Context: an optimization exercise on an open-source flow, tuned for small area and a short achievable clock period. The choices shown serve that exercise and are no tape-out recipe. Power is estimated from default activity; no workload was simulated.

garnet:
## fpu_ss_multi_scoreboard
module fpu_ss_multi_scoreboard #(
    parameter int NB_CORES     = 2,
    parameter int NUM_REGS     = 32,
    parameter int CNT_W        = 2,
    parameter int MAX_INFLIGHT = 8,
    parameter int IN_ORDER_WB  = 1,
    localparam int CORE_W      = (NB_CORES > 1) ? $clog2(NB_CORES) : 1,
    localparam int REG_W       = $clog2(NUM_REGS),
    localparam int INF_W       = $clog2(MAX_INFLIGHT + 1)
) (
    input  logic                clk_i,
    input  logic                rst_ni,
    input  logic                disp_valid_i,
    output logic                disp_ready_o,
    input  logic [CORE_W-1:0]   disp_core_i,
    input  logic [3*REG_W-1:0]  disp_rs_i,
    input  logic [2:0]          disp_rs_use_i,
    input  logic [REG_W-1:0]    disp_rd_i,
    input  logic                disp_rd_fp_i,
    input  logic                fpu_wb_valid_i,
    input  logic [CORE_W-1:0]   fpu_wb_core_i,
    input  logic [REG_W-1:0]    fpu_wb_rd_i,
    input  logic                lsu_wb_valid_i,
    input  logic [CORE_W-1:0]   lsu_wb_core_i,
    input  logic [REG_W-1:0]    lsu_wb_rd_i,
    output logic [5:0]          fwd_sel_o,
    output logic [INF_W-1:0]    inflight_o,
    output logic                err_o
);
Size: about 800 cells after synthesis, ~69 flip-flops, roughly 54 I/O pins, roughly 0.0072 mm² of cells after synthesis.
Settings: LEC_CHECK=0, CAP_MARGIN=20, CORE_MARGIN=2, CORE_UTILIZATION=30, PLACE_DENSITY=0.5, SETUP_SLACK_MARGIN=4, SLEW_MARGIN=20; clock period 10.0 ns.
run.sh (not shown) runs the stock make flow with config.mk's settings and CLKGATE_MAP_FILE= SYNTH_SCRIPT=/design/flow/synth_recipe.tcl, a recipe that flattens the netlist after the stock synthesis.
garnet completed every stage of the flow, and the final layout passed the timing, design-rule and antenna checks.
Input changes introduced in harbor (baseline for comparison: garnet):
Settings: swapping 0.5 for 0.75 in PLACE_DENSITY; swapping 30 for 60 in CORE_UTILIZATION.
==> flow/flow/run.sh (new file) <==
#!/bin/bash
# The standard layout, with the port buffers made as buf_4 cells instead of the
# resizer's default pick, so the ports do not start out behind slow delay cells.
set -euo pipefail
bash standard.sh "BUFFER_PORTS_ARGS=-buffer_cell sky130_fd_sc_hd__buf_4" RECOVER_POWER=100 ${EXTRA_VARS:-} finish > orfs_finish.log 2>&1
==> flow/standard.sh (new file) <==
#!/bin/bash
# synth_recipe.tcl (not shown) runs the flow's synth.tcl, then flattens the netlist and writes it again
# the make line also repeats each setting of config.mk as NAME=value (left out here)
make -C /OpenROAD-flow-scripts/flow DESIGN_CONFIG=/design/flow/config.mk WORK_HOME=/design/flow/orfs CLKGATE_MAP_FILE= SYNTH_SCRIPT=/design/flow/synth_recipe.tcl "${@:-finish}"
removed: flow/run.sh
Findings:
harbor ends up with a sequential share of cell area that is 2.3 points higher than in garnet.
Compared with garnet, in harbor final-layout clock buffer total has increased; critical path depth has decreased; cell internal power dissipation has decreased.
The following lists how zinc was set up differently from harbor:
Settings: SETUP_SLACK_MARGIN removed (was 4); CORE_UTILIZATION changed from 60 to 30; PLACE_DENSITY changed from 0.75 to 0.5.
==> flow/run.sh (new file) <==
#!/bin/bash
# synth_recipe.tcl (not shown) runs the flow's synth.tcl, then flattens the netlist and writes it again
# the make line also repeats each setting of config.mk as NAME=value (left out here)
make -C /OpenROAD-flow-scripts/flow DESIGN_CONFIG=/design/flow/config.mk WORK_HOME=/design/flow/orfs CLKGATE_MAP_FILE= SYNTH_SCRIPT=/design/flow/synth_recipe.tcl finish
removed: flow/flow/run.sh
removed: flow/standard.sh
### Flow results
- When the final numbers for harbor and zinc were put side by side, the maximum vdd drop turned out to be greater in harbor.
- Of the two values seen for cell type of the slowest stage on the worst timing path, sky130_fd_sc_hd__nor4_1 was produced by harbor and sky130_fd_sc_hd__or4_1 by zinc.
- Sort harbor and zinc by die outline area desc -> top: zinc
- Changes observed in zinc relative to harbor: count of clock-buffer cells in the layout fell by 5, total internal power fell by 0.000018 W.
- Of harbor and zinc, the run reporting the higher sum of net half-perimeters after detailed placement was zinc.
Input changes introduced in lagoon (baseline for comparison: zinc):
Settings: an added SETUP_SLACK_MARGIN of 3.75; a change of PLACE_DENSITY from 0.5 to 0.75; an added CTS_BUF_LIST of sky130_fd_sc_hd__clkbuf_8; a change of CORE_UTILIZATION from 30 to 60.
==> flow/flow/run.sh (new file) <==
#!/bin/bash
# The standard layout, with the port buffers made as buf_4 cells instead of the
# resizer's default pick, so the ports do not start out behind slow delay cells.
set -euo pipefail
bash standard.sh "BUFFER_PORTS_ARGS=-buffer_cell sky130_fd_sc_hd__buf_4" ${EXTRA_VARS:-} finish > orfs_finish.log 2>&1
==> flow/standard.sh (new file) <==
#!/bin/bash
# synth_recipe.tcl (not shown) runs the flow's synth.tcl, then flattens the netlist and writes it again
# the make line also repeats each setting of config.mk as NAME=value (left out here)
make -C /OpenROAD-flow-scripts/flow DESIGN_CONFIG=/design/flow/config.mk WORK_HOME=/design/flow/orfs CLKGATE_MAP_FILE= SYNTH_SCRIPT=/design/flow/synth_recipe.tcl "${@:-finish}"
removed: flow/run.sh
==> comparison <==
Proportion of power drawn by the clock network was lower in the run labelled lagoon.
Looking at flip-flop and latch power, lagoon sits above zinc.
Delta (lagoon minus zinc): design internal power dropped 0.000062 W; overall global routing resource usage rose by 21 points; layout buffering overhead excluding clock cells closely matched the old numbers; final design instance area without fill saw a decrease.
Last weighted congestion value of the routability-driven placer (zinc / lagoon): 0.885
As far as cell depth of the worst min-delay path goes, zinc and lagoon are indistinguishable; the numbers are identical.
Summary of lagoon over zinc: total power consumption of the routed design decreased by 0.000018 W relative to the old numbers, part of the power in registers +1.2 points.
No functional check of the RTL was part of any run of this note.

Another version of the RTL of fpu_ss_multi_scoreboard (not shown whole).
For scale: ~850 cells after synthesis, ~69 flip-flops, about 54 I/O pins, ~0.0076 sq mm of cells after synthesis.
export LEC_CHECK = 0
export CAP_MARGIN = 20
export CORE_MARGIN = 2
export CORE_UTILIZATION = 30
export PLACE_DENSITY = 0.5
export SLEW_MARGIN = 20
create_clock -name core_clock -period 10.0 [get_ports {clk_i}]
Stock flow here: none of the scripts above is used.
Change:
--- a/flow/config.mk
+++ b/flow/config.mk
@@ -10,3 +10,4 @@
 export CORE_UTILIZATION = 30
 export PLACE_DENSITY = 0.5
+export SETUP_SLACK_MARGIN = 4
 export SLEW_MARGIN = 20
What happened:
- power grows by about 4%
- setup slack gains 1700 ps
- routed wire length grows by about 6%
- die area does not change
- sequential cell count is unchanged
- register-to-register slack gains 470 ps
- global-route usage grows by 0.75 points
- clock-buffer cell count is unchanged
No run of this note included a check of the RTL's function; only the layout flow was run.

==> what the ideal ports hide <==
No port has a modelled driver above. Below, the same layouts with a new extraction and two added sets of constraints. Step 1 sets driving cells, clkbuf_16 on the clock port and buf_2 on the other inputs (assumed; they add their load-dependent delay and slew). Step 2 adds t to the input delays and takes it off the output delays; t is the mean of the earliest and latest rising clock arrival at the registers after step 1. Input paths then give back, and output paths get back, about the clock's delay inside the block. Slacks: ideal ports / drivers / drivers and shift; pairs: ideal ports / drivers.
| run | shift t [ns] | setup WS [ns] | hold WS [ns] | slew at the worst register clock pin (ns) | cell pins on the clock port's net |
|---|---|---|---|---|---|
| garnet | 0.393 | 3.765 / 3.724 / 3.724 | 0.516 / 0.516 / 0.516 | 0.07 / 0.07 | 1 |
| harbor | 0.388 | 3.189 / 3.162 / 3.162 | 0.476 / 0.476 / 0.476 | 0.06 / 0.06 | 1 |
| zinc | 0.386 | 2.054 / 2.028 / 2.028 | 0.512 / 0.512 / 0.512 | 0.06 / 0.06 | 1 |
| lagoon | 0.413 | 3.720 / 3.698 / 3.698 | 0.519 / 0.519 / 0.519 | 0.09 / 0.09 | 1 |
| the first run of note 2 | 0.387 | 2.179 / 2.155 / 2.155 | 0.544 / 0.544 / 0.544 | 0.06 / 0.06 | 1 |
| the second run of note 2 | 0.392 | 3.877 / 3.842 / 3.842 | 0.537 / 0.537 / 0.537 | 0.07 / 0.07 | 1 |
After both steps setup and hold are still met in every run listed. The setup slack of garnet, which loses most, moves by -0.041 ns with the drivers and by -0.041 ns with both steps.
